This is an optimization exercise on Yosys and OpenROAD, whose aim is small area, not a production implementation. Only simulation tests tie the RTL to the original design; equivalence was not proved. Power is estimated from default activity; no workload was simulated.

$ cat design/flow/config.mk
export PLATFORM = sky130hd
export DESIGN_NAME = img_controller
export DESIGN_NICKNAME = img_controller
export VERILOG_FILES = /design/flow/design.v
export SDC_FILE = /design/flow/constraint.sdc
export NUM_CORES = 4
export LEC_CHECK = 0
export CAP_MARGIN = 20
export CORE_MARGIN = 2
export CORE_UTILIZATION = 60
export CTS_BUF_LIST = sky130_fd_sc_hd__clkbuf_8
export CTS_CLUSTER_DIAMETER = 60
export CTS_CLUSTER_SIZE = 18
export SLEW_MARGIN = 20
$ cat design/flow/design.v
package img_pkg;
    localparam int IMG_WIDTH  = 8;
    localparam int IMG_HEIGHT = 8;
    localparam int IMG_PIXELS = IMG_WIDTH * IMG_HEIGHT;
    localparam int PIXEL_BITS = 12;
    localparam int WORD_BITS  = 16;
    localparam int HEADER_WORDS   = 4;
    localparam int CHECKSUM_WORDS = 2;
    localparam int PADDING_WORDS  = 2;
    localparam int STAT_BITS  = 18;
    localparam int ADDR_BITS  = $clog2(IMG_PIXELS);
    localparam int COUNT_BITS = ADDR_BITS + 1;
    localparam int SKIP_BITS  = 2;
    typedef logic [WORD_BITS-1:0] pixel_word_t;
    typedef struct packed {
        logic                 en;
        logic [ADDR_BITS-1:0] addr;
        pixel_word_t          data;
    } pixel_wr_t;
    typedef struct packed {
        logic [COUNT_BITS-1:0] pixel_count;
        logic [STAT_BITS-1:0]  highlight_count;
        logic [STAT_BITS-1:0]  shadow_count;
    } capture_stats_t;
    typedef struct packed {
        pixel_word_t [HEADER_WORDS-1:0] words;
    } header_t;
endpackage
`timescale 1ns/1ns
module fletcher_checksum (
    input  logic                   clk,
    input  logic                   clear,    
    input  logic                   first,    
    input  logic                   act,      
    input  logic                   add,      
    input  logic                   move,     
    input  logic [1:0]             digit,
    input  logic [3:0]             din,      
    output logic [img_pkg::WORD_BITS-1:0] sum
);
    logic [img_pkg::WORD_BITS-1:0] a;
    logic [img_pkg::WORD_BITS-1:0] b;
    logic                          ca;
    logic [1:0]                    cb;
    logic [3:0]                    a_d;
    logic [3:0]                    b_d;
    logic [4:0]                    a_s;
    logic [5:0]                    b_s;
    assign a_d = first ? 4'd0 : a[3:0];
    assign b_d = (act && first) ? 4'd0 : b[3:0];
    assign a_s = {1'b0, a_d} + {1'b0, (add ? din : 4'd0)} + 5'(ca);
    assign b_s = {2'b0, b_d}
               + {2'b0, ((act && add) ? a_s[3:0] : 4'd0)}
               + 6'(act ? cb : 2'd0)
               + 6'(act && digit == 2'd0 && ca);
    always_ff @(posedge clk) begin
        if (clear) begin
            ca <= 1'b0;
            cb <= 2'd0;
        end else if (act) begin
            ca <= a_s[4];
            cb <= b_s[5:4];
        end
        if (act) begin
            a <= {move ? b_s[3:0] : a_s[3:0], a[img_pkg::WORD_BITS-1:4]};
        end
        b <= {b_s[3:0], b[img_pkg::WORD_BITS-1:4]};
    end
    assign sum = a;
endmodule
`timescale 1ns/1ns
module frame_decoder (
    input  logic                  clk,
    input  logic                  rst,
    input  logic                  cmd_capture,
    input  logic [img_pkg::SKIP_BITS-1:0]  cmd_skip_count,
    input  logic [img_pkg::PIXEL_BITS-1:0] img_pixel,
    input  logic                  img_fv,
    input  logic                  img_lv,
    input  logic                  wr_x4,
    output logic                  clear,
    output logic                  wr_en,
    output logic                  wr_first,
    output logic [2:0]            wr_y,
    output img_pkg::capture_stats_t        status_stats,
    output logic                  status_capture_done
);
    localparam logic [1:0] ST_IDLE = 2'd0;
    localparam logic [1:0] ST_ARM  = 2'd1;    
    localparam logic [1:0] ST_SKIP = 2'd2;    
    localparam logic [1:0] ST_CAPT = 2'd3;    
    logic [1:0] state;
    logic       capture_prev;
    logic       capture_cmd;
    logic [1:0] skipped;
    logic       lv_prev;
    logic [3:0] y;         
    logic       valid;
    logic [2:0] hi;
    logic [2:0] lo;
    logic       stat_point;
    logic [6:0] px_top;
    assign capture_cmd = cmd_capture ^ capture_prev;
    assign wr_en       = (state == ST_CAPT) && img_lv;
    assign wr_first    = wr_en && !lv_prev;
    assign wr_y        = y[2:0];
    assign clear       = (state == ST_ARM) || (state == ST_SKIP)
                      || (state == ST_CAPT && y == 4'd0 && !lv_prev);
    assign stat_point  = wr_en && (y[1:0] == 2'd0) && (!lv_prev || wr_x4);
    assign px_top      = img_pixel[img_pkg::PIXEL_BITS-1 -: 7];
    assign status_stats.pixel_count     = {valid, 6'd0};
    assign status_stats.highlight_count = {15'd0, hi};
    assign status_stats.shadow_count    = {15'd0, lo};
    always_ff @(posedge clk) begin
        if (rst) begin
            state               <= ST_IDLE;
            capture_prev        <= 1'b0;
            skipped             <= '0;
            lv_prev             <= 1'b0;
            y                   <= '0;
            valid               <= 1'b0;
            hi                  <= '0;
            lo                  <= '0;
            status_capture_done <= 1'b0;
        end else begin
            capture_prev <= cmd_capture;
            lv_prev <= img_lv;
            if (state == ST_CAPT && lv_prev && !img_lv) begin
                y <= y + 1'b1;
            end
            if (stat_point && px_top == 7'h7f) hi <= hi + 1'b1;
            if (stat_point && px_top == 7'h00) lo <= lo + 1'b1;
            case (state)
                ST_ARM: begin
                    if (img_fv) begin
                        state <= (skipped == cmd_skip_count) ? ST_CAPT : ST_SKIP;
                    end
                end
                ST_SKIP: begin
                    if (!img_fv) begin
                        skipped <= skipped + 1'b1;
                        state   <= ST_ARM;
                    end
                end
                ST_CAPT: begin
                    if (!img_fv) begin
                        status_capture_done <= !status_capture_done;
                        state               <= ST_IDLE;
                    end
                end
                default: ;
            endcase
            if (capture_cmd) begin
                state   <= ST_ARM;
                skipped <= '0;
                y       <= '0;
                valid   <= 1'b1;
                hi      <= '0;
                lo      <= '0;
            end
        end
    end
endmodule
`timescale 1ns/1ns
module pixel_store (
    input  logic                                clk,
    input  logic                                clear,
    input  logic                                wr_en,
    input  logic                                wr_first,
    input  logic [2:0]                          wr_y,
    input  logic [img_pkg::PIXEL_BITS-1:0]      wr_data,
    input  logic [2:0]                          rd_y,
    input  logic [2:0]                          rd_x,
    output logic                                rd_hit,
    output logic [img_pkg::PIXEL_BITS-1:0]      rd_data,
    output logic [1:0]                          digit,
    output logic                                wr_x4       
);
    logic [8*img_pkg::PIXEL_BITS-1:0]         ring [8];
    logic [7:1][2:0]                          ph;
    logic [2:0]                               phase;
    logic [2:0]                               rd_ph;
    always_ff @(posedge clk) begin
        for (int y = 0; y < 8; y++) begin
            ring[y] <= {ring[y][7*img_pkg::PIXEL_BITS-1:0],
                        (wr_data & {img_pkg::PIXEL_BITS{wr_en && wr_y == 3'(y)}})
                        | (ring[y][8*img_pkg::PIXEL_BITS-1 -: img_pkg::PIXEL_BITS]
                           & {img_pkg::PIXEL_BITS{!clear}})};
        end
    end
    always_ff @(posedge clk) begin
        if (wr_first && wr_y == 3'd0) begin
            phase <= 3'd1;
        end else begin
            phase <= phase + 1'b1;
        end
        for (int y = 1; y < 8; y++) begin
            if (wr_first && wr_y == 3'(y)) begin
                ph[y] <= phase;
            end
        end
    end
    assign digit   = phase[1:0];
    assign wr_x4   = (phase == {!(wr_y[2] && ph[4][2]), wr_y[2] ? ph[4][1:0] : 2'd0});
    assign rd_ph   = (rd_y == 3'd0) ? 3'd0 : ph[rd_y];
    assign rd_hit  = (phase == 3'(rd_ph + rd_x));
    always_comb begin
        rd_data = '0;
        for (int y = 0; y < 8; y++) begin
            rd_data = rd_data | (ring[y][8*img_pkg::PIXEL_BITS-1 -: img_pkg::PIXEL_BITS]
                               & {img_pkg::PIXEL_BITS{rd_y == 3'(y)}});
        end
    end
endmodule
`timescale 1ns/1ns
module readout_sequencer (
    input  logic                 clk,
    input  logic                 rst,
    input  logic                 cmd_readout,
    input  img_pkg::header_t              cmd_header,
    output logic [2:0]           rd_y,
    output logic [2:0]           rd_x,
    input  logic                 rd_hit,
    input  logic [img_pkg::PIXEL_BITS-1:0] rd_data,
    input  logic [1:0]           digit,
    output logic                 readout_start,
    output logic                 readout_ready,
    input  logic                 readout_trigger,
    output img_pkg::pixel_word_t          readout_data
);
    logic                   readout_prev;
    logic                   readout_cmd;
    logic [6:0]             q;
    logic                   taken;
    logic                   pass;
    logic                   want;
    logic                   req;
    logic                   last_dg;
    logic                   is_hdr;
    logic                   is_pix;
    logic                   is_cks;
    logic                   is_pad;
    logic                   waiting;
    logic                   load;
    logic [img_pkg::PIXEL_BITS-1:0] hold;
    img_pkg::pixel_word_t   hdr_word;
    img_pkg::pixel_word_t   cks_word;
    logic [15:0]            host;
    logic [3:0]             din;
    img_pkg::pixel_word_t   cks_sum;
    assign readout_cmd = cmd_readout ^ readout_prev;
    assign is_hdr  = !q[6] && (q[5:2] == 4'b1111);
    assign is_pix  = q[6];
    assign is_cks  = (q[6:1] == 6'd0);
    assign is_pad  = (q[6:1] == 6'd1);
    assign last_dg = (digit == 2'd3);
    assign rd_y = q[5:3];
    assign rd_x = q[2:0];
    assign waiting = !readout_ready && !taken;
    assign load    = waiting && (is_hdr || is_pad || (is_pix && rd_hit));
    always_comb begin
        hdr_word = '0;
        for (int i = 0; i < 4; i++) begin
            hdr_word = hdr_word | (cmd_header.words[3-i] & {16{q[1:0] == 2'(i)}});
        end
    end
    assign cks_word = cks_sum;
    always_comb begin
        readout_data = '0;
        if (is_pix) begin
            readout_data = {hold[7:0], 4'b0000, hold[11:8]};
        end else if (is_hdr) begin
            readout_data = hdr_word;
        end else if (is_cks && !(&cks_word)) begin
            readout_data = {cks_word[7:0], cks_word[15:8]};
        end
    end
    assign host = {readout_data[7:0], readout_data[15:8]};
    assign din  = host[4*digit +: 4];
    fletcher_checksum fletcher_i (
        .clk    (clk),
        .clear  (readout_cmd),
        .first  (q == 7'd60),
        .act    (pass),
        .add    (!is_cks),
        .move   (is_cks && q[0]),
        .digit  (digit),
        .din    (din),
        .sum    (cks_sum)
    );
    always_ff @(posedge clk) begin
        if (waiting && is_pix && rd_hit) begin
            hold <= rd_data;
        end
    end
    assign req = (load && !is_pad)
              || (waiting && is_cks && !pass && !want);
    always_ff @(posedge clk) begin
        if (rst) begin
            readout_prev  <= 1'b0;
            readout_start <= 1'b0;
            readout_ready <= 1'b0;
            taken         <= 1'b0;
            pass          <= 1'b0;
            want          <= 1'b0;
            q             <= 7'd4;
        end else begin
            readout_prev <= cmd_readout;
            if (last_dg) begin
                pass <= want || req;
                want <= 1'b0;
            end else if (req) begin
                want <= 1'b1;
            end
            if (readout_cmd) begin
                readout_start <= !readout_start;
                readout_ready <= 1'b0;
                taken         <= 1'b0;
                pass          <= 1'b0;
                want          <= 1'b0;
                q             <= 7'd60;
            end else if (readout_ready) begin
                if (readout_trigger) begin
                    readout_ready <= 1'b0;
                    taken         <= 1'b1;
                end
            end else if (taken) begin
                if (!pass && !want) begin
                    taken <= 1'b0;
                    q     <= q + 1'b1;
                end
            end else if (is_cks) begin
                if (pass && last_dg) begin
                    readout_ready <= 1'b1;
                end
            end else if (load) begin
                readout_ready <= 1'b1;
            end
        end
    end
endmodule
`timescale 1ns/1ns
module img_controller (
    input  logic                  clk,
    input  logic                  rst,
    input  logic                  cmd_capture,
    input  logic                  cmd_readout,
    input  logic [img_pkg::SKIP_BITS-1:0]  cmd_skip_count,
    input  img_pkg::header_t               cmd_header,
    input  logic [img_pkg::PIXEL_BITS-1:0] img_pixel,
    input  logic                  img_fv,
    input  logic                  img_lv,
    output logic                  status_capture_done,
    output img_pkg::capture_stats_t        status_stats,
    output logic                  readout_start,
    output logic                  readout_ready,
    input  logic                  readout_trigger,
    output img_pkg::pixel_word_t           readout_data
);
    logic                            clear;
    logic                            wr_x4;
    logic                            wr_en;
    logic                            wr_first;
    logic [2:0]                      wr_y;
    logic [2:0]                      rd_y;
    logic [2:0]                      rd_x;
    logic                            rd_hit;
    logic [img_pkg::PIXEL_BITS-1:0]  rd_data;
    logic [1:0]                      digit;
    frame_decoder frame_decoder_i (
        .clk                 (clk),
        .rst                 (rst),
        .cmd_capture         (cmd_capture),
        .cmd_skip_count      (cmd_skip_count),
        .img_pixel           (img_pixel),
        .img_fv              (img_fv),
        .img_lv              (img_lv),
        .wr_x4               (wr_x4),
        .clear               (clear),
        .wr_en               (wr_en),
        .wr_first            (wr_first),
        .wr_y                (wr_y),
        .status_stats        (status_stats),
        .status_capture_done (status_capture_done)
    );
    pixel_store pixel_store_i (
        .clk      (clk),
        .clear    (clear),
        .wr_en    (wr_en),
        .wr_first (wr_first),
        .wr_y     (wr_y),
        .wr_data  (img_pixel),
        .rd_y     (rd_y),
        .rd_x     (rd_x),
        .rd_hit   (rd_hit),
        .rd_data  (rd_data),
        .digit    (digit),
        .wr_x4    (wr_x4)
    );
    readout_sequencer readout_sequencer_i (
        .clk             (clk),
        .rst             (rst),
        .cmd_readout     (cmd_readout),
        .cmd_header      (cmd_header),
        .rd_y            (rd_y),
        .rd_x            (rd_x),
        .rd_hit          (rd_hit),
        .rd_data         (rd_data),
        .digit           (digit),
        .readout_start   (readout_start),
        .readout_ready   (readout_ready),
        .readout_trigger (readout_trigger),
        .readout_data    (readout_data)
    );
endmodule
$ cat design/flow/standard.sh
#!/bin/bash
# synth_recipe.tcl (not shown) runs the flow's synth.tcl, then flattens the netlist and writes it again
# the make line also repeats each setting of config.mk as NAME=value (left out here)
make -C /OpenROAD-flow-scripts/flow DESIGN_CONFIG=/design/flow/config.mk WORK_HOME=/design/flow/orfs CLKGATE_MAP_FILE= SYNTH_SCRIPT=/design/flow/synth_recipe.tcl "${@:-finish}"
$ cat design/flow/constraint.sdc
create_clock -name core_clock -period 10.0 [get_ports {clk}]
set_input_delay 2.0000 -clock core_clock [delete_from_list [all_inputs] [get_ports {clk}]]
set_output_delay 2.0000 -clock core_clock [all_outputs]
set_load 0.01 [all_outputs]
$ cat design/flow/flow/run.sh
#!/bin/bash
# Standard layout with two changes: the port buffers are the smallest buffer
# cell, and clock tree synthesis inserts no dummy loads. Full log beside the run.
bash standard.sh \
  "BUFFER_PORTS_ARGS=-buffer_cell sky130_fd_sc_hd__buf_1" \
  "CTS_ARGS=-sink_clustering_enable -repair_clock_nets -sink_clustering_size 10 -sink_clustering_max_diameter 50 -buf_list sky130_fd_sc_hd__clkbuf_4 -dont_use_dummy_load" \
  finish > standard.log 2>&1
==> results of run 1 <==
layout by cell type, fill, tap and decap left out, types with 8 or more instances in the layout:
master and count:
dfxtp_1 821, buf_1 110, clkbuf_4 99, a22o_1 97, a22oi_1 75, a21oi_1 55
nor2_1 52, edfxtp_1 49, conb_1 36, inv_1 33, ha_1 32, nand2_1 26
mux2i_1 23, nor2b_1 21, a31oi_1 19, nand3_1 17, xnor2_1 17, and3_1 17
xor2_1 15, o21ai_0 13, buf_4 13, nand4_1 9, o221ai_1 8, fa_1 8
cell families after synthesis:
| kind of cell | after synthesis | synth area share |
|---|---|---|
| adders and majority gates | 42 | 0.0253 |
| and+or+nand+nor | 183 | 0.0418 |
| other | 1 | 0.000162 |
| xor gates and xnor gates | 32 | 0.0121 |
| DFF | 870 | 0.772 |
| AOI/OAI and AO/OA | 313 | 0.0997 |
| muxes | 34 | 0.0182 |
| buffers and inverters | 146 | 0.0306 |
final timing paths:
kind                                              start  slack [ps]                                    end
hold reg to reg       pixel_store_i.ring[6][64]$_DFF_P_         290      pixel_store_i.ring[6][76]$_DFF_P_
setup reg to reg  readout_sequencer_i.q[3]$_SDFFE_PP0P_        3680  readout_sequencer_i.hold[6]$_DFFE_PP_
setup / recovery  readout_sequencer_i.q[3]$_SDFFE_PP0P_        3680  readout_sequencer_i.hold[6]$_DFFE_PP_
hold / removal        pixel_store_i.ring[6][64]$_DFF_P_         290      pixel_store_i.ring[6][76]$_DFF_P_
stage by stage:
stage               std cells  setup WS [ps]   util  cell area (um2)
global placement         2186           3310  0.623            23900
floorplan                1656           3650      -            23300
CTS                      2285           3310  0.643            24700
finish                   2291           3680  0.643            24700
global route             2291           3090  0.643            24700
detailed placement       2186           3300  0.623            23900
routing by layer:
metal / up-vias / GRT usage / wire length [um] / part of all wire
met5: - / 0 / 0 / 0
met4: 0 / 0.0836 / 1210 / 0.027
met3: 94 / 0.0451 / 2380 / 0.054
met2: 361 / 0.341 / 19400 / 0.44
met1: 5772 / 0.313 / 21200 / 0.48
li1: 5813 / - / - / -
state kept, by name, indices dropped and copies added (netlist names), 2 cells and up:
register and flops:
frame_decoder_i.hi 3, frame_decoder_i.lo 3, frame_decoder_i.skipped 2, frame_decoder_i.state 2, frame_decoder_i.y 4, pixel_store_i.ph 21, pixel_store_i.phase 3, pixel_store_i.ring 768
readout_sequencer_i.fletcher_i.a 16, readout_sequencer_i.fletcher_i.b 16, readout_sequencer_i.fletcher_i.cb 2, readout_sequencer_i.hold 12, readout_sequencer_i.q 7
power by group through the flow:
stage               clock network, uW  registers (uW)  logic [uW]
global placement                    0            3650         297
detailed placement                  0            3660         298
floorplan                           0            3630         222
CTS                              1480            3580         300
global route                     1620            3580         327
finish                           1430            3570         299
layout make-up:
class                      instances  area share
inverter                          35     0.00532
sequential                       870       0.725
tap                              518      0.0263
clock buffer                      99      0.0301
timing repair buffer             123      0.0207
antenna                            6    0.000608
multi-input combinational        640       0.192
critical path, delay by kind of cell, from the launching register on:
kind	cells	cell delay [ps]
buffers and inverters	3	1000
and+or+nand+nor	5	760
xor gates and xnor gates	1	130
DFF	1	750
adders and majority gates	3	1720
AOI/OAI and AO/OA	3	890
muxes	2	690
==> flow_summary_export.csv, run 1 <==
group,metric,value,unit
power,internal_power,4090,uW
worst_setup_path,slowest_delay,850,ps
logic_synthesis,syn_area,23200,um2
logic_synthesis,yosysTopAreaCell,"dfxtp_1",
placement,gp_routability_congestion,0.918,
sta,fin_worst_skew,67.8,ps
logic_synthesis,synthCells,1621,
floorplan,die_x,201,um
final_layout,multi_input_area,4730,um2
clocking,h-tree-depth,3,
clocking,cts_buffers,99,
drt,num_vias,12000,
power,ir_worst_vdd,193,uV
floorplan,pin_count,147,
worst_setup_path,start_kind,"flop",
sta,tightest_slew,1150,ps
global_route,grt_overflow,0,
worst_setup_path,crit_slowest_cell,"fa_1",
logic_synthesis,ys_ff_latch,870,
worst_setup_path,crit_required,10410,ps
sta,slew_violations,0,
sta,max_freq,0.158,GHz
drt,drcViolationCount,0,
global_route,antenna_found_initial,4,
placement,port_buffers,110,
clocking,cts_num_sinks,870,
worst_setup_path,end_kind,"flop",
logic_synthesis,synthFlopType,"dfxtp_1",
power,p_comb_frac,0.056,
clocking,postCtsSetupBuffers,0,
floorplan,core_area,38400,um2
worst_setup_path,ff2ff_path_depth,17,
clocking,cts_root_buf,"clkbuf_4",
power,leakage,0.00962,uW
sta,setup_tns,0,ps
drt,drtAntennaViolNets,0,
global_route,grt_usage,0.222,
final_layout,nets,1896,
clocking,cts_resized,0,
final_layout,synthToLayoutAreaGrowth,6.44,%
floorplan,start_util,0.604,
logic_synthesis,postSynthAreaPerCell,14.3,um2
logic_synthesis,synth_edf_count,49,
logic_synthesis,synth_top_area_share,0.709,
final_layout,regArea,17900,um2
worst_setup_path,crit_type,"reg -> reg",
clocking,clockBufferDepth,3,
drt,avgRoutedWirePerCell,19.3,um
sta,rsz0062_at_grt,"false",
floorplan,die_h,201,um
sta,relSlewSlack,0.236,
power,p_seq_frac,0.674,
clocking,ctsHoldBuffers,0,
power,power-per-cell-area,215,nW/um2
worst_setup_path,cp_cell_sequence,"clkinv_1 -> ha_1 -> buf_4 -> inv_1 -> fa_1 -> mux4_2 -> a221oi_1 -> or3_1 -> a21oi_1 -> nor2_1 -> fa_1 -> xor2_1 -> and3_1 -> and2_1 -> and2_1 -> mux2i_1 -> a21boi_2",
final_layout,fill_cells,2940,
logic_synthesis,synth-async-reset-ratio,0,
logic_synthesis,synth_area_leaders,"dfxtp_1 (71%), edfxtp_1 (6.3%), a22o_1 (3.7%), a22oi_1 (2.4%), ha_1 (1.8%)",
power,switching_share,0.229,
logic_synthesis,synth_most_common_cell,"dfxtp_1",
final_layout,drive_above_1_share,0.0764,
floorplan,rows,72,
job,maxCapViolCount,0,
floorplan,dieArea,40200,um2
power,finalPower,5300,uW
clocking,clk_pin_slew,90,ps
logic_synthesis,synth-seq-area-share,0.772,
logic_synthesis,ys_top_cells_by_count,"dfxtp_1 (821), a22o_1 (97), a22oi_1 (75), clkbuf_1 (56), a21oi_1 (55)",
worst_setup_path,crit_path_max_fanout,27,
global_route,grt_pass1_wl,68300,um
sta,period_minus_slack,6320,ps
sta,hold_viol_final,0,
logic_synthesis,yosysUniqueCellTypes,64,
logic_synthesis,ys_warn_count,5,
outcome,status,"no timing/DRC/antenna violations",
sta,whs,289,ps
sta,setup_viol,0,
power,p_switching,1210,uW
hold_path,min_path_cells,0,
clocking,clk_latency,800,ps
drt,drt_iter0_drc,763,
drt,wl,44100,um
global_route,grt_pass1_vias,12100,
clocking,tritoncts,"done",
hold_path,hold_path.class,"reg -> reg",
global_route,grt_max_degree,63,
drt,dr.pass1.iters,5,
power,power.share.clock,0.269,
sta,post-route-period-util,0.632,
worst_setup_path,cp.arrival,6730,ps
drt,vias_per_cell,5.26,
placement,post-dp-hpwl,27600,um
==> run 2: changes to the inputs <==
--- a/design/flow/design.v
+++ b/design/flow/design.v
@@ -96,5 +96,4 @@
     logic       lv_prev;
     logic [3:0] y;         
-    logic       valid;
     logic [2:0] hi;
     logic [2:0] lo;
@@ -109,5 +108,5 @@
     assign stat_point  = wr_en && (y[1:0] == 2'd0) && (!lv_prev || wr_x4);
     assign px_top      = img_pixel[img_pkg::PIXEL_BITS-1 -: 7];
-    assign status_stats.pixel_count     = {valid, 6'd0};
+    assign status_stats.pixel_count     = {y[3], 6'd0};
     assign status_stats.highlight_count = {15'd0, hi};
     assign status_stats.shadow_count    = {15'd0, lo};
@@ -119,5 +118,4 @@
             lv_prev             <= 1'b0;
             y                   <= '0;
-            valid               <= 1'b0;
             hi                  <= '0;
             lo                  <= '0;
@@ -155,5 +153,4 @@
                 skipped <= '0;
                 y       <= '0;
-                valid   <= 1'b1;
                 hi      <= '0;
                 lo      <= '0;
@@ -232,5 +229,4 @@
     logic                   readout_cmd;
     logic [6:0]             q;
-    logic                   taken;
     logic                   pass;
     logic                   want;
@@ -242,5 +238,4 @@
     logic                   is_pad;
     logic                   waiting;
-    logic                   load;
     logic [img_pkg::PIXEL_BITS-1:0] hold;
     img_pkg::pixel_word_t   hdr_word;
@@ -257,6 +252,5 @@
     assign rd_y = q[5:3];
     assign rd_x = q[2:0];
-    assign waiting = !readout_ready && !taken;
-    assign load    = waiting && (is_hdr || is_pad || (is_pix && rd_hit));
+    assign waiting = !readout_ready && !want && !pass;
     always_comb begin
         hdr_word = '0;
@@ -294,6 +288,5 @@
         end
     end
-    assign req = (load && !is_pad)
-              || (waiting && is_cks && !pass && !want);
+    assign req = waiting && (is_hdr || is_cks || (is_pix && rd_hit));
     always_ff @(posedge clk) begin
         if (rst) begin
@@ -301,5 +294,4 @@
             readout_start <= 1'b0;
             readout_ready <= 1'b0;
-            taken         <= 1'b0;
             pass          <= 1'b0;
             want          <= 1'b0;
@@ -316,5 +308,4 @@
                 readout_start <= !readout_start;
                 readout_ready <= 1'b0;
-                taken         <= 1'b0;
                 pass          <= 1'b0;
                 want          <= 1'b0;
@@ -323,16 +314,9 @@
                 if (readout_trigger) begin
                     readout_ready <= 1'b0;
-                    taken         <= 1'b1;
+                    q             <= q + 1'b1;
                 end
-            end else if (taken) begin
-                if (!pass && !want) begin
-                    taken <= 1'b0;
-                    q     <= q + 1'b1;
-                end
-            end else if (is_cks) begin
-                if (pass && last_dg) begin
-                    readout_ready <= 1'b1;
-                end
-            end else if (load) begin
+            end else if (pass && last_dg) begin
+                readout_ready <= 1'b1;
+            end else if (waiting && is_pad) begin
                 readout_ready <= 1'b1;
             end
==> design/flow/flow/run.sh (replaced) <==
#!/bin/bash
# Standard layout (the standard.sh, standard synthesis unchanged) with
# three changes:
#  - the port buffers are the smallest buffer cell (every port still gets one)
#  - clock tree: clkbuf_8 sink clusters of at most 20, no dummy loads
#  - the constant-0 outputs share one tie cell instead of one each
# The full log of the run is kept beside it in standard.log.
bash standard.sh \
  "BUFFER_PORTS_ARGS=-buffer_cell sky130_fd_sc_hd__buf_1" \
  "CTS_ARGS=-sink_clustering_enable -repair_clock_nets -sink_clustering_size 21 -sink_clustering_max_diameter 50 -buf_list sky130_fd_sc_hd__clkbuf_8 -dont_use_dummy_load" \
  SKIP_REPAIR_TIE_FANOUT=1 \
  finish > standard.log 2>&1
--- a/design/flow/config.mk
+++ b/design/flow/config.mk
@@ -11,4 +11,4 @@
 export CTS_BUF_LIST = sky130_fd_sc_hd__clkbuf_8
 export CTS_CLUSTER_DIAMETER = 60
-export CTS_CLUSTER_SIZE = 18
+export CTS_CLUSTER_SIZE = 20
 export SLEW_MARGIN = 20
==> run 2 against run 1 <==
Power increased by 1.2%. Sequential share of layout area increased by 1.0 points. Sequential power increased by 1%. Via count decreased by 6.8%. Global-route usage decreased by 1.0 points. Register-to-register slack improved by 180 ps. Critical endpoint is now readout_sequencer_i.hold[4]$_DFFE_PP_. Largest cell class unchanged.
==> flow_summary_export.csv, run 2 <==
group,metric,value,unit
power,internal_power,4160,uW
floorplan,pin_count,147,
global_route,antenna_found_initial,1,
final_layout,fill_cells,2890,
final_layout,synthToLayoutAreaGrowth,5.83,%
floorplan,core_area,37700,um2
drt,drtAntennaViolNets,0,
logic_synthesis,synth_edf_count,49,
logic_synthesis,synth-seq-area-share,0.778,
logic_synthesis,synth_most_common_cell,"dfxtp_1",
hold_path,min_path_cells,0,
clocking,cts_resized,0,
placement,gp_routability_congestion,0.869,
logic_synthesis,synth-async-reset-ratio,0,
worst_setup_path,ff2ff_path_depth,16,
power,switching_share,0.224,
placement,post-dp-hpwl,26500,um
sta,fin_worst_skew,97.4,ps
clocking,h-tree-depth,2,
floorplan,rows,71,
drt,dr.pass1.iters,5,
job,maxCapViolCount,0,
clocking,tritoncts,"done",
floorplan,die_h,200,um
sta,tightest_slew,1110,ps
sta,whs,258,ps
logic_synthesis,synth_top_area_share,0.714,
sta,hold_viol_final,0,
worst_setup_path,r2r_start,"readout_sequencer_i.q[4]$_SDFFE_PP0P_",
logic_synthesis,ys_warn_count,5,
power,p_seq_frac,0.673,
final_layout,layout_common_cells,"dfxtp_1 (819), buf_1 (110), a22o_1 (101)",
clocking,clockBufferDepth,3,
clocking,clk_latency,680,ps
power,power-per-cell-area,221,nW/um2
global_route,grt_pass1_vias,10900,
floorplan,dieArea,39800,um2
logic_synthesis,yosysUniqueCellTypes,56,
logic_synthesis,ys_top_cells_by_count,"dfxtp_1 (819), a22o_1 (101), a22oi_1 (62), a21oi_1 (59), clkbuf_1 (50)",
worst_setup_path,rrSetupSlack,3870,ps
sta,rsz0062_at_grt,"false",
power,ir_worst_vdd,200,uV
clocking,postCtsSetupBuffers,0,
power,p_comb_frac,0.066,
hold_path,hold_path.startpoint,"pixel_store_i.ring[3][48]$_DFF_P_",
worst_setup_path,start_kind,"flop",
sta,max_freq,0.163,GHz
logic_synthesis,ys_ff_latch,868,
hold_path,hold_path_end,"pixel_store_i.ring[3][60]$_DFF_P_",
logic_synthesis,syn_area,23000,um2
worst_setup_path,r2r_end,"readout_sequencer_i.hold[4]$_DFFE_PP_",
drt,drt_iter0_drc,590,
final_layout,regMostFlops,"pixel_store_i.ring",
worst_setup_path,end_kind,"flop",
sta,period_minus_slack,6130,ps
clocking,ctsHoldBuffers,0,
power,p_switching,1200,uW
floorplan,die_x,200,um
worst_setup_path,crit_type,"reg -> reg",
worst_setup_path,cp.arrival,6390,ps
clocking,cts_num_sinks,868,
global_route,grt_overflow,0,
clocking,clk_pin_slew,110,ps
global_route,grt_pass1_wl,62500,um
drt,drcViolationCount,0,
final_layout,final_common_cell,"dfxtp_1",
outcome,status,"no timing/DRC/antenna violations",
worst_setup_path,crit_path_max_fanout,24,
logic_synthesis,synthFlopType,"dfxtp_1",
clocking,cts_buffers,52,
power,power.share.clock,0.261,
logic_synthesis,yosysTopAreaCell,"dfxtp_1",
sta,post-route-period-util,0.613,
clocking,cts_root_buf,"clkbuf_8",
final_layout,largest_reg_flops,768,
logic_synthesis,postSynthAreaPerCell,14.5,um2
sta,setup_viol,0,
final_layout,reg.largest.list,"pixel_store_i.ring x768, pixel_store_i.ph x21",
global_route,grt_usage,0.212,
final_layout,nets,1776,
sta,slew_violations,0,
final_layout,drive_above_1_share,0.0595,
sta,setup_tns,0,ps
power,leakage,0.00933,uW
hold_path,hold_path.class,"reg -> reg",
worst_setup_path,crit_required,10250,ps
drt,vias_per_cell,5.20,
placement,port_buffers,110,
drt,num_vias,11200,
drt,avgRoutedWirePerCell,19.4,um
global_route,grt_max_degree,56,
logic_synthesis,synthCells,1578,
logic_synthesis,synth_area_leaders,"dfxtp_1 (71%), edfxtp_1 (6.4%), a22o_1 (3.9%), a22oi_1 (2.0%), ha_1 (1.9%)",
drt,wl,41800,um
floorplan,start_util,0.609,
final_layout,diodes,0,
sta,relSlewSlack,0.252,
[run 2: cell count changes after synthesis, moves of 6 or more]
cell	before	now
nor2_1	52	45
o21ai_0	13	25
o221ai_1	8	0
mux4_2	6	13
a22oi_1	75	62
mux2i_1	23	17
clkbuf_1	56	50
a31oi_1	20	7
a221oi_1	6	12
and2_1	5	11
nor3_1	6	15
inv_1	33	22
[run 2: kinds of logic after synthesis]
logic type,after synthesis,synth area share
flops,868,0.778
other cells,1,0.000163
buf+inv,133,0.0290
mux,33,0.0216
fa+ha+maj,42,0.0255
xor+xnor,35,0.0134
simple gates,168,0.0370
compound gates,298,0.0949
[run 2: power by group through the flow]
stage          clock [uW]  combinational, uW  sequential, uW
3_5_place_dp            0                353            3690
6_report             1400                354            3610
5_1_grt              1570                392            3620
3_3_place_gp            0                348            3690
2_1_floorplan           0                274            3660
4_1_cts              1460                355            3610
[run 2: per-layer routing]
| metal | track usage | wire [um] |
|---|---|---|
| met5 | 0 | 0 |
| met4 | 0.0815 | 1230 |
| met3 | 0.0336 | 2580 |
| met2 | 0.328 | 18200 |
| met1 | 0.302 | 19800 |
[run 2: critical path: stages, from the launching register on]
cell      delay, ps
dfxtp_1         610
inv_1           160
ha_2            770
inv_1           210
fa_1            990
mux4_2          580
a221oi_1        310
a21oi_1          60
a21oi_1         160
nor3_1           60
ha_1            210
inv_1            60
fa_1            420
xnor2_1         140
nor2_1          130
nand4b_1        190
nor2_1          730
[run 2: final cells by class]
| cell class | instances | area (um2) | area share |
|---|---|---|---|
| flip-flops and latches | 868 | 17900 | 0.736 |
| repair buffers | 128 | 548 | 0.0226 |
| clock buffers | 52 | 716 | 0.0295 |
| well taps | 511 | 639 | 0.0263 |
| inverters | 22 | 82.6 | 0.00340 |
| multi-input cells | 577 | 4440 | 0.183 |
[run 2: worst max-delay path by stage]
stage,endpoint,slack (ps),cells past startpoint,startpoint
4_1_cts,readout_sequencer_i.hold[4]$_DFFE_PP_,3500,16,readout_sequencer_i.q[4]$_SDFFE_PP0P_
2_1_floorplan,readout_sequencer_i.fletcher_i.a[15]$_DFFE_PP_,4080,16,cmd_header[24]
3_3_place_gp,readout_sequencer_i.hold[0]$_DFFE_PP_,3680,16,readout_sequencer_i.q[4]$_SDFFE_PP0P_
3_5_place_dp,readout_sequencer_i.hold[8]$_DFFE_PP_,3460,16,readout_sequencer_i.q[4]$_SDFFE_PP0P_
5_1_grt,readout_sequencer_i.hold[0]$_DFFE_PP_,3350,16,readout_sequencer_i.q[4]$_SDFFE_PP0P_
6_report,readout_sequencer_i.hold[4]$_DFFE_PP_,3870,16,readout_sequencer_i.q[4]$_SDFFE_PP0P_
[run 2: through the flow]
step / cells / util / setup WS (ps) / instance area [um2] / power (uW)
after floorplan: 1578 / - / 4080 / 23000 / 3940
after global routing: 2158 / 0.645 / 3350 / 24300 / 5580
final: 2158 / 0.645 / 3870 / 24300 / 5370
after detailed placement: 2106 / 0.626 / 3460 / 23600 / 4040
after global placement: 2106 / 0.626 / 3680 / 23600 / 4040
after CTS: 2158 / 0.645 / 3500 / 24300 / 5420
==> run 3: changes to the inputs <==
--- a/design/flow/flow/run.sh
+++ b/design/flow/flow/run.sh
@@ -8,5 +8,5 @@
 bash standard.sh \
   "BUFFER_PORTS_ARGS=-buffer_cell sky130_fd_sc_hd__buf_1" \
-  "CTS_ARGS=-sink_clustering_enable -repair_clock_nets -sink_clustering_size 21 -sink_clustering_max_diameter 50 -buf_list sky130_fd_sc_hd__clkbuf_8 -dont_use_dummy_load" \
+  "CTS_ARGS=-sink_clustering_enable -repair_clock_nets -sink_clustering_size 34 -sink_clustering_max_diameter 50 -buf_list sky130_fd_sc_hd__clkbuf_16 -dont_use_dummy_load" \
   SKIP_REPAIR_TIE_FANOUT=1 \
   finish > standard.log 2>&1
==> run 3 against run 2 <==
Highest routed layer unchanged. Flip-flop and latch count unchanged. Sequential power about the same. Via count about the same. Wire length up 0.54%. Combinational power about the same. Largest power group unchanged.
==> flow_summary_export.csv, run 3 <==
group,metric,value,unit
power,power-per-cell-area,234,nW/um2
drt,num_vias,11200,
drt,drtAntennaViolNets,0,
job,maxCapViolCount,0,
final_layout,largest_reg_flops,768,
clocking,cts_buffers,47,
floorplan,die_x,200,um
sta,setup_tns,0,ps
logic_synthesis,synth-seq-area-share,0.778,
clocking,tritoncts,"done",
worst_setup_path,end_kind,"flop",
logic_synthesis,synth_top_area_share,0.714,
sta,tightest_slew,1040,ps
final_layout,regMostFlops,"pixel_store_i.ring",
worst_setup_path,cp.arrival,6340,ps
logic_synthesis,synth_most_common_cell,"dfxtp_1",
worst_setup_path,r2r_start,"readout_sequencer_i.q[4]$_SDFFE_PP0P_",
logic_synthesis,postSynthAreaPerCell,14.5,um2
final_layout,diodes,0,
worst_setup_path,crit_type,"reg -> reg",
drt,drt_iter0_drc,642,
clocking,h-tree-depth,2,
outcome,status,"no timing/DRC/antenna violations",
final_layout,reg.largest.list,"pixel_store_i.ring x768, pixel_store_i.ph x21",
floorplan,pin_count,147,
final_layout,layout_common_cells,"dfxtp_1 (819), buf_1 (110), a22o_1 (101)",
sta,hold_viol_final,0,
sta,fin_worst_skew,87.8,ps
floorplan,start_util,0.609,
clocking,clockBufferDepth,3,
logic_synthesis,synth-async-reset-ratio,0,
worst_setup_path,start_kind,"flop",
clocking,clk_pin_slew,100,ps
floorplan,rows,71,
logic_synthesis,yosysTopAreaCell,"dfxtp_1",
worst_setup_path,crit_start,"readout_sequencer_i.q[4]$_SDFFE_PP0P_",
sta,slew_violations,0,
global_route,grt_max_degree,56,
sta,setup_viol,0,
final_layout,nets,1771,
floorplan,die_h,200,um
sta,rsz0062_at_grt,"false",
final_layout,synthToLayoutAreaGrowth,7.83,%
worst_setup_path,rrSetupSlack,3850,ps
global_route,antenna_found_initial,2,
logic_synthesis,synth_area_leaders,"dfxtp_1 (71%), edfxtp_1 (6.4%), a22o_1 (3.9%), a22oi_1 (2.0%), ha_1 (1.9%)",
global_route,grt_overflow,0,
placement,gp_routability_congestion,0.869,
worst_setup_path,crit_path_max_fanout,24,
sta,max_freq,0.162,GHz
drt,dr.pass1.iters,5,
placement,port_buffers,110,
clocking,cts_root_buf,"clkbuf_16",
placement,post-dp-hpwl,26500,um
logic_synthesis,yosysUniqueCellTypes,56,
drt,vias_per_cell,5.22,
clocking,cts_num_sinks,868,
floorplan,dieArea,39800,um2
sta,period_minus_slack,6150,ps
worst_setup_path,crit_required,10190,ps
global_route,grt_usage,0.213,
logic_synthesis,ys_warn_count,5,
global_route,grt_pass1_wl,62800,um
logic_synthesis,synth_edf_count,49,
logic_synthesis,synthFlopType,"dfxtp_1",
clocking,ctsHoldBuffers,0,
logic_synthesis,ys_top_cells_by_count,"dfxtp_1 (819), a22o_1 (101), a22oi_1 (62), a21oi_1 (59), clkbuf_1 (50)",
logic_synthesis,syn_area,23000,um2
power,ir_worst_vdd,185,uV
final_layout,drive_above_1_share,0.0566,
logic_synthesis,ys_ff_latch,868,
logic_synthesis,synthCells,1578,
hold_path,hold_path.class,"reg -> reg",
worst_setup_path,r2r_end,"readout_sequencer_i.hold[0]$_DFFE_PP_",
worst_setup_path,ff2ff_path_depth,16,
sta,relSlewSlack,0.297,
clocking,cts_resized,0,
drt,avgRoutedWirePerCell,19.5,um
drt,wl,42000,um
floorplan,core_area,37700,um2
clocking,clk_latency,630,ps
power,leakage,0.00953,uW
global_route,grt_pass1_vias,10900,
final_layout,final_common_cell,"dfxtp_1",
sta,post-route-period-util,0.615,
clocking,postCtsSetupBuffers,0,
final_layout,postLayoutCoreUtil,0.657,
power,finalPower,5780,uW
drt,drcViolationCount,0,
worst_setup_path,endpoint,"readout_sequencer_i.hold[0]$_DFFE_PP_",
[run 3: cell types whose count changed in the layout (fill, tap and decap cells not counted)]
cell / change
clkbuf_16: +47
clkbuf_8: -52
[run 3: worst min path at each step]
stage                                            startpoint                           endpoint  slack (ps)  cells past startpoint
after floorplan            pixel_store_i.ring[0][0]$_DFF_P_  pixel_store_i.ring[0][12]$_DFF_P_         310                      0
after global placement    pixel_store_i.ring[5][43]$_DFF_P_  pixel_store_i.ring[5][55]$_DFF_P_         310                      0
after detailed placement  pixel_store_i.ring[0][11]$_DFF_P_  pixel_store_i.ring[0][23]$_DFF_P_         310                      0
after CTS                 pixel_store_i.ring[4][72]$_DFF_P_  pixel_store_i.ring[4][84]$_DFF_P_         270                      0
after global routing      pixel_store_i.ring[4][72]$_DFF_P_  pixel_store_i.ring[4][84]$_DFF_P_         280                      0
final                     pixel_store_i.ring[4][72]$_DFF_P_  pixel_store_i.ring[4][84]$_DFF_P_         260                      0
[run 3: cell families after synthesis]
group                    Yosys count  share of synthesized area
AO/OA/AOI/OAI                    298                     0.0949
XOR/XNOR                          35                     0.0134
adder cells (fa/ha/maj)           42                     0.0255
buffers and inverters            133                     0.0290
flip-flops                       868                      0.778
multiplexers                      33                     0.0216
other                              1                   0.000163
AND/OR/NAND/NOR                  168                     0.0370
[run 3: per-stage QoR]
| step | instance area, um2 | cells | worst slack, ps | hold slack [ps] |
|---|---|---|---|---|
| floorplan | 23000 | 1578 | 4080 | 310 |
| global placement | 23600 | 2106 | 3680 | 310 |
| detailed placement | 23600 | 2106 | 3460 | 312 |
| CTS | 24700 | 2153 | 3480 | 268 |
| global route | 24800 | 2153 | 3330 | 282 |
| finish | 24800 | 2153 | 3850 | 265 |
[run 3: layout make-up]
cell class / count / area (um2)
Timing Repair Buffer: 128 / 548
Clock buffer: 47 / 1180
Multi-Input combinational cell: 577 / 4440
Tap cell: 511 / 639
Fill cell: 2826 / 12900
Inverter: 22 / 82.6
Sequential cell: 868 / 17900
[run 3: report_power, final]
| part | switching (uW) | internal, uW |
|---|---|---|
| registers | 52.3 | 3560 |
| logic | 219 | 134 |
| clock network | 982 | 835 |
| total | 1250 | 4530 |
[run 3: critical path, stage by stage (launching register included)]
cell and delay [ps]:
dfxtp_1 600, inv_1 160, ha_2 780, inv_1 210, fa_1 970, mux4_2 570, a221oi_1 310, a21oi_1 60
a21oi_1 160, nor3_1 60, ha_1 210, inv_1 60, fa_1 420, xnor2_1 140, nor2_1 130, nand4b_1 190
nor2_1 740
[run 3: routing by layer]
layer  GRT usage  wire [um]  up-vias
met1       0.302      20200     5412
met4      0.0785       1160        0
met3      0.0351       2280       73
met2       0.332      18300      254
li1            -          -     5491
met5           0          0        -
==> run 4: changes to the inputs <==
--- a/design/flow/flow/run.sh
+++ b/design/flow/flow/run.sh
@@ -8,5 +8,5 @@
 bash standard.sh \
   "BUFFER_PORTS_ARGS=-buffer_cell sky130_fd_sc_hd__buf_1" \
-  "CTS_ARGS=-sink_clustering_enable -repair_clock_nets -sink_clustering_size 34 -sink_clustering_max_diameter 50 -buf_list sky130_fd_sc_hd__clkbuf_16 -dont_use_dummy_load" \
+  "CTS_ARGS=-sink_clustering_enable -repair_clock_nets -sink_clustering_size 20 -sink_clustering_max_diameter 60 -buf_list sky130_fd_sc_hd__clkbuf_8 -dont_use_dummy_load" \
   SKIP_REPAIR_TIE_FANOUT=1 \
   finish > standard.log 2>&1
==> run 4 against run 3 <==
Clock power is 24% lower. Critical path depth stayed put. Wire length is 0.74% lower. Worst hold slack better by 2.6 ps. First-iteration DRC count is 6.7% lower. Critical path type unchanged. Final area is 1.9% lower. Non-clock buffer count stayed put. Register-to-register slack better by 30 ps. Die area stayed put. Global-route usage is 0.19 points lower. Power is 7.3% lower. Sequential share of layout area is 1.4 points higher.
==> flow_summary_export.csv, run 4 <==
group,metric,value,unit
sta,slew_violations,0,
placement,dp_slack,3460,ps
floorplan,rows,71,
drt,avgRoutedWirePerCell,19.3,um
drt,dr.pass1.iters,5,
worst_setup_path,slowest_delay,970,ps
logic_synthesis,syn_area,23000,um2
clocking,cts_buffers,51,
worst_setup_path,ff2ff_path_depth,16,
logic_synthesis,synth_edf_count,49,
drt,num_vias,11200,
power,leakage,0.00932,uW
final_layout,layout_common_cells,"dfxtp_1 (819), buf_1 (110), a22o_1 (101)",
drt,vias_per_cell,5.21,
sta,period_minus_slack,6120,ps
logic_synthesis,yosysTopAreaCell,"dfxtp_1",
clocking,tritoncts,"done",
logic_synthesis,ys_top_cells_by_count,"dfxtp_1 (819), a22o_1 (101), a22oi_1 (62), a21oi_1 (59), clkbuf_1 (50)",
hold_path,min_path_cells,0,
logic_synthesis,synthCells,1578,
clocking,clockBufferDepth,3,
sta,tightest_slew,1030,ps
worst_setup_path,crit_type,"reg -> reg",
clocking,cts_root_buf,"clkbuf_8",
clocking,clk_pin_slew,110,ps
final_layout,drive_above_1_share,0.0589,
clocking,cts_resized,0,
worst_setup_path,crit_path_frequent_cell,"inv_1",
logic_synthesis,postSynthAreaPerCell,14.5,um2
final_layout,reg.largest.list,"pixel_store_i.ring x768, pixel_store_i.ph x21",
placement,post-dp-hpwl,26500,um
logic_synthesis,synth_area_leaders,"dfxtp_1 (71%), edfxtp_1 (6.4%), a22o_1 (3.9%), a22oi_1 (2.0%), ha_1 (1.9%)",
sta,setup_slack,3880,ps
logic_synthesis,synth_top_area_share,0.714,
logic_synthesis,yosysUniqueCellTypes,56,
clocking,postCtsSetupBuffers,0,
clocking,h-tree-depth,2,
worst_setup_path,crit_required,10250,ps
placement,port_buffers,110,
clocking,cts_num_sinks,868,
sta,post-route-period-util,0.612,
sta,hold_viol_final,0,
sta,rsz0062_at_grt,"false",
drt,wl,41700,um
final_layout,fill_cells,2868,
job,maxCapViolCount,0,
global_route,grt_pass1_wl,62400,um
sta,max_freq,0.163,GHz
drt,drcViolationCount,0,
sta,setup_viol,0,
worst_setup_path,crit_slowest_cell,"fa_1",
logic_synthesis,synthFlopType,"dfxtp_1",
clocking,clk_latency,660,ps
worst_setup_path,start_kind,"flop",
global_route,grt_pass1_vias,10900,
placement,gp_routability_congestion,0.869,
worst_setup_path,cp.arrival,6370,ps
hold_path,hold_path.class,"reg -> reg",
outcome,status,"no timing/DRC/antenna violations",
worst_setup_path,cp_cell_sequence,"inv_1 -> ha_2 -> inv_1 -> fa_1 -> mux4_2 -> a221oi_1 -> a21oi_1 -> a21oi_1 -> nor3_1 -> ha_1 -> inv_1 -> fa_1 -> xnor2_1 -> nor2_1 -> nand4b_1 -> nor2_1",
floorplan,die_h,200,um
final_layout,regMostFlops,"pixel_store_i.ring",
final_layout,largest_reg_flops,768,
final_layout,final_common_cell,"dfxtp_1",
drt,drt_iter0_drc,599,
logic_synthesis,ys_warn_count,5,
logic_synthesis,synth-seq-area-share,0.778,
sta,setup_tns,0,ps
floorplan,pin_count,147,
final_layout,nets,1775,
power,power-per-cell-area,221,nW/um2
floorplan,start_util,0.609,
global_route,grt_max_degree,56,
clocking,ctsHoldBuffers,0,
floorplan,dieArea,39800,um2
power,ir_worst_vdd,158,uV
worst_setup_path,crit_path_max_fanout,24,
drt,drtAntennaViolNets,0,
sta,fin_worst_skew,76.7,ps
floorplan,die_x,200,um
sta,relSlewSlack,0.312,
final_layout,synthToLayoutAreaGrowth,5.77,%
logic_synthesis,synth_most_common_cell,"dfxtp_1",
floorplan,core_area,37700,um2
worst_setup_path,end_kind,"flop",
logic_synthesis,synth-async-reset-ratio,0,
global_route,grt_overflow,0,
global_route,grt_usage,0.211,
logic_synthesis,ys_ff_latch,868,
global_route,antenna_found_initial,1,
final_layout,diodes,0,
## run 4: cell counts after synthesis
No cell type changed its count.
## run 4: final timing paths
check	end	start	slack, ps
worst max-delay path	readout_sequencer_i.hold[2]$_DFFE_PP_	readout_sequencer_i.q[4]$_SDFFE_PP0P_	3880
worst min-delay path	pixel_store_i.ring[7][66]$_DFF_P_	pixel_store_i.ring[7][54]$_DFF_P_	270
worst max register to register	readout_sequencer_i.hold[2]$_DFFE_PP_	readout_sequencer_i.q[4]$_SDFFE_PP0P_	3880
worst min register to register	pixel_store_i.ring[7][66]$_DFF_P_	pixel_store_i.ring[7][54]$_DFF_P_	270
## run 4: cells by family (layout without fill, tap and decap cells)
kind of cell	count (synthesis)	count (layout)	share of synthesized area
simple gates	168	168	0.0370
other cells	1	1	0.000163
buf+inv	133	201	0.0290
mux	33	33	0.0216
xor+xnor	35	35	0.0134
flops	868	868	0.778
fa+ha+maj	42	42	0.0255
compound gates	298	298	0.0949
## run 4: metrics by stage
stage          hold WS [ps]  area [um2]  std cells   util  power [uW]
2_1_floorplan           310       23000       1578      -        3940
3_3_place_gp            310       23600       2106  0.626        4040
3_5_place_dp            312       23600       2106  0.626        4040
4_1_cts                 265       24300       2157  0.644        5410
5_1_grt                 261       24300       2157  0.644        5580
6_report                267       24300       2157  0.644        5360
## run 4: critical path, delay by kind of cell (launching register included)
family / cells / cell delay [ps]
xor+xnor: 1 / 140
compound gates: 3 / 530
fa+ha+maj: 4 / 2380
mux: 1 / 570
simple gates: 4 / 1110
flops: 1 / 610
buf+inv: 3 / 430
## run 4: layer usage
| metal | share of wire | GRT usage | up-vias |
|---|---|---|---|
| met5 | 0 | 0 | - |
| met4 | 0.024 | 0.0702 | 0 |
| met3 | 0.050 | 0.0375 | 68 |
| met2 | 0.44 | 0.328 | 256 |
| met1 | 0.49 | 0.301 | 5424 |
| li1 | - | - | 5487 |
## run 4: layout make-up
| cell class | count | area [um2] | share of cell area |
|---|---|---|---|
| clock buffer | 51 | 702 | 0.0289 |
| inverter | 22 | 82.6 | 0.00340 |
| multi-input combinational | 577 | 4440 | 0.183 |
| timing repair buffer | 128 | 548 | 0.0226 |
| sequential | 868 | 17900 | 0.736 |
| tap | 511 | 639 | 0.0263 |
## run 4: power breakdown
part	switching, uW	internal, uW	total, uW
Clock	934	460	1390
Combinational	220	134	354
Sequential	51.8	3560	3610
Total	1210	4150	5360
==> run 5: changes to the inputs <==
--- a/design/flow/design.v
+++ b/design/flow/design.v
@@ -93,5 +93,4 @@
     logic       capture_prev;
     logic       capture_cmd;
-    logic [1:0] skipped;
     logic       lv_prev;
     logic [3:0] y;         
@@ -115,5 +114,4 @@
             state               <= ST_IDLE;
             capture_prev        <= 1'b0;
-            skipped             <= '0;
             lv_prev             <= 1'b0;
             y                   <= '0;
@@ -132,11 +130,16 @@
                 ST_ARM: begin
                     if (img_fv) begin
-                        state <= (skipped == cmd_skip_count) ? ST_CAPT : ST_SKIP;
+                        if (y[1:0] == cmd_skip_count) begin
+                            state <= ST_CAPT;
+                            y     <= '0;
+                        end else begin
+                            state <= ST_SKIP;
+                        end
                     end
                 end
                 ST_SKIP: begin
                     if (!img_fv) begin
-                        skipped <= skipped + 1'b1;
-                        state   <= ST_ARM;
+                        y     <= y + 1'b1;
+                        state <= ST_ARM;
                     end
                 end
@@ -151,5 +154,4 @@
             if (capture_cmd) begin
                 state   <= ST_ARM;
-                skipped <= '0;
                 y       <= '0;
                 hi      <= '0;
@@ -200,6 +202,11 @@
     assign digit   = phase[1:0];
     assign wr_x4   = (phase == {!(wr_y[2] && ph[4][2]), wr_y[2] ? ph[4][1:0] : 2'd0});
-    assign rd_ph   = (rd_y == 3'd0) ? 3'd0 : ph[rd_y];
-    assign rd_hit  = (phase == 3'(rd_ph + rd_x));
+    always_comb begin
+        rd_ph = '0;
+        for (int y = 1; y < 8; y++) begin
+            rd_ph = rd_ph | (ph[y] & {3{rd_y == 3'(y)}});
+        end
+    end
+    assign rd_hit  = (3'(phase - rd_x) == rd_ph);
     always_comb begin
         rd_data = '0;
@@ -271,5 +278,10 @@
     end
     assign host = {readout_data[7:0], readout_data[15:8]};
-    assign din  = host[4*digit +: 4];
+    always_comb begin
+        din = '0;
+        for (int i = 0; i < 4; i++) begin
+            din = din | (host[4*i +: 4] & {4{digit == 2'(i)}});
+        end
+    end
     fletcher_checksum fletcher_i (
         .clk    (clk),
--- a/design/flow/flow/run.sh
+++ b/design/flow/flow/run.sh
@@ -8,5 +8,5 @@
 bash standard.sh \
   "BUFFER_PORTS_ARGS=-buffer_cell sky130_fd_sc_hd__buf_1" \
-  "CTS_ARGS=-sink_clustering_enable -repair_clock_nets -sink_clustering_size 20 -sink_clustering_max_diameter 60 -buf_list sky130_fd_sc_hd__clkbuf_8 -dont_use_dummy_load" \
+  "CTS_ARGS=-sink_clustering_enable -repair_clock_nets -sink_clustering_size 19 -sink_clustering_max_diameter 120 -buf_list sky130_fd_sc_hd__clkbuf_8 -dont_use_dummy_load" \
   SKIP_REPAIR_TIE_FANOUT=1 \
   finish > standard.log 2>&1
==> run 5 against run 4 <==
Combinational power down 25%. Wire length down 1.2%. Power down 1.9%.
==> flow_summary_export.csv, run 5 <==
group,metric,value,unit
global_route,grt_use_met2,0.332,
final_layout,reg.largest.list,"pixel_store_i.ring x768, pixel_store_i.ph x21",
global_route,busiest_layer,"met2",
floorplan,die_h,198,um
power,power.share.clock,0.264,
logic_synthesis,synth-async-reset-ratio,0,
sta,setup_slack,4360,ps
global_route,grt_usage,0.213,
worst_setup_path,start_kind,"input pin",
hold_path,hold_path.class,"reg -> reg",
final_layout,postLayoutCoreUtil,0.641,
final_layout,multi_input_area,4150,um2
worst_setup_path,crit_required,10400,ps
drt,dr.pass1.iters,6,
final_layout,fill_cells,2842,
floorplan,pin_count,147,
final_layout,final_cell_area,24000,um2
clocking,clockBufferDepth,3,
logic_synthesis,ys_ff_latch,866,
sta,setup_viol,0,
worst_setup_path,r2r_start,"readout_sequencer_i.q[3]$_SDFFE_PP0P_",
final_layout,nets,1742,
job,maxCapViolCount,0,
logic_synthesis,synthMuxAreaShare,0.0215,
final_layout,drive_above_1_share,0.0574,
worst_setup_path,slowest_delay,500,ps
power,internal_power,4100,uW
clocking,postCtsSetupBuffers,0,
worst_setup_path,cp.arrival,6040,ps
hold_path,min_path_cells,0,
logic_synthesis,yosysUniqueCellTypes,65,
logic_synthesis,synthCells,1548,
floorplan,dieArea,39300,um2
worst_setup_path,cp_cell_sequence,"buf_1 -> a22oi_1 -> a21oi_1 -> a211o_1 -> and4_4 -> a221o_1 -> fa_1 -> inv_1 -> fa_1 -> or2_2 -> fa_1 -> inv_1 -> ha_1 -> a21o_1 -> a21oi_1 -> xnor2_1 -> mux2_1",
outcome,status,"no timing/DRC/antenna violations",
drt,vias_per_cell,5.17,
sta,post-route-period-util,0.564,
drt,avgRoutedWirePerCell,19.3,um
floorplan,die_x,198,um
clocking,tritoncts,"done",
sta,fin_worst_skew,39.9,ps
worst_setup_path,crit_type,"in -> reg",
power,power-per-cell-area,219,nW/um2
logic_synthesis,synth_most_common_cell,"dfxtp_1",
worst_setup_path,crit_path_max_fanout,2,
logic_synthesis,ys_top_cells_by_count,"dfxtp_1 (817), a22o_1 (101), a21oi_1 (55), edfxtp_1 (49), nor2_1 (49)",
global_route,met3_usage,0.0303,
global_route,grt_max_degree,57,
clocking,h-tree-depth,2,
worst_setup_path,end_kind,"flop",
logic_synthesis,syn_area,22600,um2
sta,setup_tns,0,ps
sta,slew_violations,0,
clocking,clk_pin_slew,120,ps
logic_synthesis,synth_top_family_by_area,"compound AO/OA/AOI/OAI gates",
power,leakage,0.00929,uW
final_layout,final_common_cell,"dfxtp_1",
logic_synthesis,synth_edf_count,49,
placement,port_buffers,110,
worst_setup_path,rrSetupSlack,4530,ps
hold_path,hold_path.startpoint,"pixel_store_i.ring[0][61]$_DFF_P_",
sta,hold_viol_final,0,
drt,drcViolationCount,0,
final_layout,largest_reg_flops,768,
drt,drt_iter0_drc,509,
sta,relSlewSlack,0.270,
placement,dp_slack,3670,ps
power,switching_share,0.220,
worst_setup_path,crit_path_frequent_cell,"fa_1",
drt,num_vias,11000,
logic_synthesis,synth_top_area_share,0.723,
sta,rsz0062_at_grt,"false",
logic_synthesis,synth-compound-area-share,0.0912,
clocking,cts_buffers,51,
logic_synthesis,synthFlopType,"dfxtp_1",
clocking,cts_root_buf,"clkbuf_8",
power,p_comb_frac,0.050,
sta,tightest_slew,1090,ps
power,p_switching,1160,uW
placement,gp_routability_congestion,0.886,
global_route,use_met1,0.303,
final_layout,layout_common_cells,"dfxtp_1 (814), buf_1 (110), a22o_1 (101)",
logic_synthesis,ys_warn_count,5,
sta,period_minus_slack,5640,ps
floorplan,start_util,0.605,
logic_synthesis,yosys.area_share.simple,0.0374,
placement,placed_area,23300,um2
sta,max_freq,0.177,GHz
logic_synthesis,synth_area_leaders,"dfxtp_1 (72%), edfxtp_1 (6.5%), a22o_1 (3.9%), ha_1 (1.6%), buf_4 (1.2%)",
logic_synthesis,synth_xor_xnor_area_share,0.0108,
worst_setup_path,crit_slowest_cell,"fa_1",
floorplan,core_area,37400,um2
power,finalPower,5260,uW
global_route,grt_overflow,0,
hold_path,hold_path_end,"pixel_store_i.ring[0][73]$_DFF_P_",
final_layout,regMostFlops,"pixel_store_i.ring",
logic_synthesis,synth-seq-area-share,0.788,
global_route,grt_pass1_vias,10700,
logic_synthesis,yosysTopAreaCell,"dfxtp_1",
logic_synthesis,synth_adder_area_share,0.0213,
power,p_seq_frac,0.685,
clocking,cts_resized,0,
placement,post-dp-hpwl,26600,um
worst_setup_path,r2r_end,"readout_sequencer_i.fletcher_i.a[15]$_DFFE_PP_",
clocking,ctsHoldBuffers,0,
clocking,clk_latency,660,ps
final_layout,diodes,0,
final_layout,synthToLayoutAreaGrowth,5.93,%
global_route,grt_pass1_wl,62000,um
drt,drtAntennaViolNets,0,
final_layout,regArea,17800,um2
drt,wl,41200,um
floorplan,rows,71,
worst_setup_path,cp_top_family,"adder cells",
logic_synthesis,postSynthAreaPerCell,14.6,um2
worst_setup_path,ff2ff_path_depth,17,
global_route,antenna_found_initial,0,
power,ir_worst_vdd,193,uV
clocking,cts_num_sinks,866,
worst_setup_path,path_buf_inv,3,
run 5: logic make-up (layout without fill, tap and decap cells):
| kind of cell | Yosys count | count (layout) |
|---|---|---|
| flops | 866 | 866 |
| simple gates | 169 | 169 |
| buf+inv | 135 | 207 |
| mux | 42 | 42 |
| other cells | 1 | 1 |
| fa+ha+maj | 35 | 35 |
| compound gates | 272 | 272 |
| xor+xnor | 28 | 28 |
run 5: routing by layer:
layer,routed length [um],vias to the layer above
met5,0,-
li1,-,5362
met1,20000,5308
met4,1220,0
met3,1920,75
met2,18000,279
run 5: worst max path at each step:
stage	start	end	slack, ps	cells past startpoint
2_1_floorplan	cmd_header[0]	readout_sequencer_i.fletcher_i.a[15]$_DFFE_PP_	4090	16
3_3_place_gp	cmd_header[0]	readout_sequencer_i.fletcher_i.a[15]$_DFFE_PP_	3730	17
3_5_place_dp	cmd_header[0]	readout_sequencer_i.fletcher_i.a[15]$_DFFE_PP_	3670	17
4_1_cts	cmd_header[0]	readout_sequencer_i.fletcher_i.a[15]$_DFFE_PP_	4380	17
5_1_grt	cmd_header[12]	readout_sequencer_i.fletcher_i.a[15]$_DFFE_PP_	4170	17
6_report	cmd_header[0]	readout_sequencer_i.fletcher_i.a[15]$_DFFE_PP_	4360	17
run 5: through the flow:
step / hold slack (ps) / instances
6_report: 292 / 2131
3_5_place_dp: 312 / 2080
4_1_cts: 297 / 2131
3_3_place_gp: 309 / 2079
2_1_floorplan: 310 / 1548
5_1_grt: 296 / 2131
run 5: power groups by stage:
stage / clock network, uW / logic (uW) / registers [uW]
2_1_floorplan: 0 / 196 / 3660
3_3_place_gp: 0 / 263 / 3680
3_5_place_dp: 0 / 268 / 3680
4_1_cts: 1440 / 269 / 3600
5_1_grt: 1560 / 294 / 3610
6_report: 1390 / 265 / 3600
run 5: layout make-up:
cell class	count	share of cell area
well taps	511	0.0267
flip-flops and latches	866	0.744
repair buffers	125	0.0222
multi-input cells	547	0.173
inverters	31	0.00485
clock buffers	51	0.0293
==> run 6: changes to the inputs <==
--- a/design/flow/flow/run.sh
+++ b/design/flow/flow/run.sh
@@ -8,5 +8,5 @@
 bash standard.sh \
   "BUFFER_PORTS_ARGS=-buffer_cell sky130_fd_sc_hd__buf_1" \
-  "CTS_ARGS=-sink_clustering_enable -repair_clock_nets -sink_clustering_size 19 -sink_clustering_max_diameter 120 -buf_list sky130_fd_sc_hd__clkbuf_8 -dont_use_dummy_load" \
+  "CTS_ARGS=-sink_clustering_enable -repair_clock_nets -sink_clustering_size 20 -sink_clustering_max_diameter 90 -buf_list sky130_fd_sc_hd__clkbuf_8 -dont_use_dummy_load" \
   SKIP_REPAIR_TIE_FANOUT=1 \
   finish > standard.log 2>&1
==> run 6 against run 5 <==
Still clean on timing, DRC and antenna. Clock power barely moved. Fmax fell by 1.1%. Synthesized cell count did not move. Clock skew rose by 35 ps. Worst hold slack improved by 15 ps. Non-clock buffer count did not move.
==> flow_summary_export.csv, run 6 <==
group,metric,value,unit
sta,max_freq,0.175,GHz
logic_synthesis,yosysUniqueCellTypes,65,
final_layout,reg.largest.list,"pixel_store_i.ring x768, pixel_store_i.ph x21",
final_layout,diodes,0,
power,power-per-cell-area,219,nW/um2
worst_setup_path,crit_path_max_fanout,2,
hold_path,min_path_cells,0,
hold_path,hold_path.class,"reg -> reg",
logic_synthesis,yosysTopAreaCell,"dfxtp_1",
clocking,ctsHoldBuffers,0,
final_layout,synthToLayoutAreaGrowth,5.81,%
clocking,h-tree-depth,2,
logic_synthesis,synth-async-reset-ratio,0,
hold_path,hold_path.startpoint,"pixel_store_i.ring[5][58]$_DFF_P_",
sta,setup_slack,4290,ps
drt,drt_iter0_drc,512,
drt,avgRoutedWirePerCell,19.3,um
logic_synthesis,syn_area,22600,um2
sta,rsz0062_at_grt,"false",
worst_setup_path,crit_start,"cmd_header[0]",
final_layout,drive_above_1_share,0.0562,
clocking,tritoncts,"done",
floorplan,pin_count,147,
power,p_switching,1150,uW
sta,hold_viol_final,0,
floorplan,die_x,198,um
worst_setup_path,cp.arrival,6050,ps
final_layout,largest_reg_flops,768,
floorplan,start_util,0.605,
floorplan,die_h,198,um
global_route,grt_overflow,0,
logic_synthesis,synth_area_leaders,"dfxtp_1 (72%), edfxtp_1 (6.5%), a22o_1 (3.9%), ha_1 (1.6%), buf_4 (1.2%)",
power,power.share.clock,0.261,
power,internal_power,4080,uW
clocking,postCtsSetupBuffers,0,
clocking,clockBufferDepth,3,
sta,period_minus_slack,5710,ps
global_route,antenna_found_initial,0,
logic_synthesis,ys_warn_count,5,
power,p_comb_frac,0.051,
final_layout,final_common_cell,"dfxtp_1",
clocking,cts_root_buf,"clkbuf_8",
floorplan,rows,71,
global_route,grt_pass1_wl,61700,um
power,leakage,0.00927,uW
global_route,grt_max_degree,57,
floorplan,core_area,37400,um2
sta,tightest_slew,1090,ps
worst_setup_path,r2r_end,"readout_sequencer_i.fletcher_i.a[15]$_DFFE_PP_",
clocking,cts_buffers,49,
logic_synthesis,ys_ff_latch,866,
drt,num_vias,11000,
outcome,status,"no timing/DRC/antenna violations",
clocking,cts_resized,0,
floorplan,dieArea,39300,um2
drt,wl,41000,um
sta,slew_violations,0,
placement,dp_slack,3670,ps
logic_synthesis,synth_edf_count,49,
worst_setup_path,r2r_start,"readout_sequencer_i.q[3]$_SDFFE_PP0P_",
worst_setup_path,crit_required,10340,ps
worst_setup_path,end_kind,"flop",
placement,gp_routability_congestion,0.886,
worst_setup_path,ff2ff_path_depth,17,
final_layout,layout_common_cells,"dfxtp_1 (814), buf_1 (110), a22o_1 (101)",
power,ir_worst_vdd,164,uV
logic_synthesis,postSynthAreaPerCell,14.6,um2
logic_synthesis,synth_most_common_cell,"dfxtp_1",
drt,dr.pass1.iters,7,
sta,relSlewSlack,0.273,
[run 6: kinds of logic after synthesis]
kind of cell               share of synthesized area
other                                       0.000166
adders and majority gates                     0.0213
xor gates and xnor gates                      0.0108
muxes                                         0.0215
DFF                                            0.788
buffers and inverters                         0.0297
and+or+nand+nor                               0.0374
AOI/OAI and AO/OA                             0.0912
[run 6: power groups by stage]
stage | Clock (uW) | Combinational (uW) | Sequential, uW
2_1_floorplan | 0 | 196 | 3660
3_3_place_gp | 0 | 263 | 3680
3_5_place_dp | 0 | 268 | 3680
4_1_cts | 1420 | 269 | 3600
5_1_grt | 1540 | 294 | 3610
6_report | 1370 | 266 | 3600
[run 6: worst max-delay path, stage by stage]
cell     delay (ps)
buf_1            90
a22oi_1         170
a21oi_1         110
a211o_1         310
and4_4          180
a221o_1         310
fa_1            430
inv_1            90
fa_1            400
or2_2           320
fa_1            500
inv_1            60
ha_1            260
a21o_1          160
a21oi_1         240
xnor2_1         130
mux2_1          290
[run 6: layout make-up]
cell class	count	area [um2]	share of cell area
multi-input cells	547	4150	0.173
flip-flops and latches	866	17800	0.745
repair buffers	125	533	0.0223
clock buffers	49	674	0.0282
inverters	31	116	0.00486
well taps	511	639	0.0267
[run 6: worst max-delay path by stage]
stage | end | slack [ps] | depth (start not counted)
CTS | readout_sequencer_i.fletcher_i.a[15]$_DFFE_PP_ | 4310 | 17
floorplan | readout_sequencer_i.fletcher_i.a[15]$_DFFE_PP_ | 4090 | 16
finish | readout_sequencer_i.fletcher_i.a[15]$_DFFE_PP_ | 4290 | 17
global route | readout_sequencer_i.fletcher_i.a[15]$_DFFE_PP_ | 4110 | 17
detailed placement | readout_sequencer_i.fletcher_i.a[15]$_DFFE_PP_ | 3670 | 17
global placement | readout_sequencer_i.fletcher_i.a[15]$_DFFE_PP_ | 3730 | 17
[run 6: per-stage QoR]
stage                util  total power (uW)  cell area (um2)  instances  hold WS (ps)
floorplan               -              3860            22600       1548           310
global placement    0.622              3950            23300       2079           309
detailed placement  0.622              3950            23300       2080           312
CTS                 0.640              5290            23900       2129           288
global route        0.640              5440            23900       2129           304
finish              0.640              5240            23900       2129           307
[run 6: metal layers]
layer	vias up	track usage	wire length [um]
li1	5356	-	-
met1	5338	0.302	20200
met2	250	0.334	18100
met3	68	0.0301	1650
met4	0	0.0769	1090
met5	-	0	0

## what the ideal ports hide
In the flow no input, the clock included, has a driving cell. The finished layouts below were timed again as built, in two steps.
Step 1 sets driving cells, clkbuf_16 on the clock port and buf_2 on the other inputs (assumed; they add their load-dependent delay and slew).
Step 2 times the ports against the registers' clock, not the clock port: input delays grow and output delays shrink by t, the midpoint of the rising clock arrivals with the driver on.
a / b / c = ideal / step 1 / step 2; a / b = the first two.
| run | t, ns | setup slack, ns |
|---|---|---|
| run 1 | 0.823 | 3.683 / 3.683 / 3.683 |
| run 2 | 0.677 | 3.867 / 3.867 / 3.717 |
| run 3 | 0.631 | 3.846 / 3.846 / 3.726 |
| run 4 | 0.674 | 3.878 / 3.878 / 3.719 |
| run 5 | 0.683 | 4.358 / 4.391 / 3.708 |
| run 6 | 0.673 | 4.294 / 4.318 / 3.645 |
After both steps every run listed still meets setup and hold.
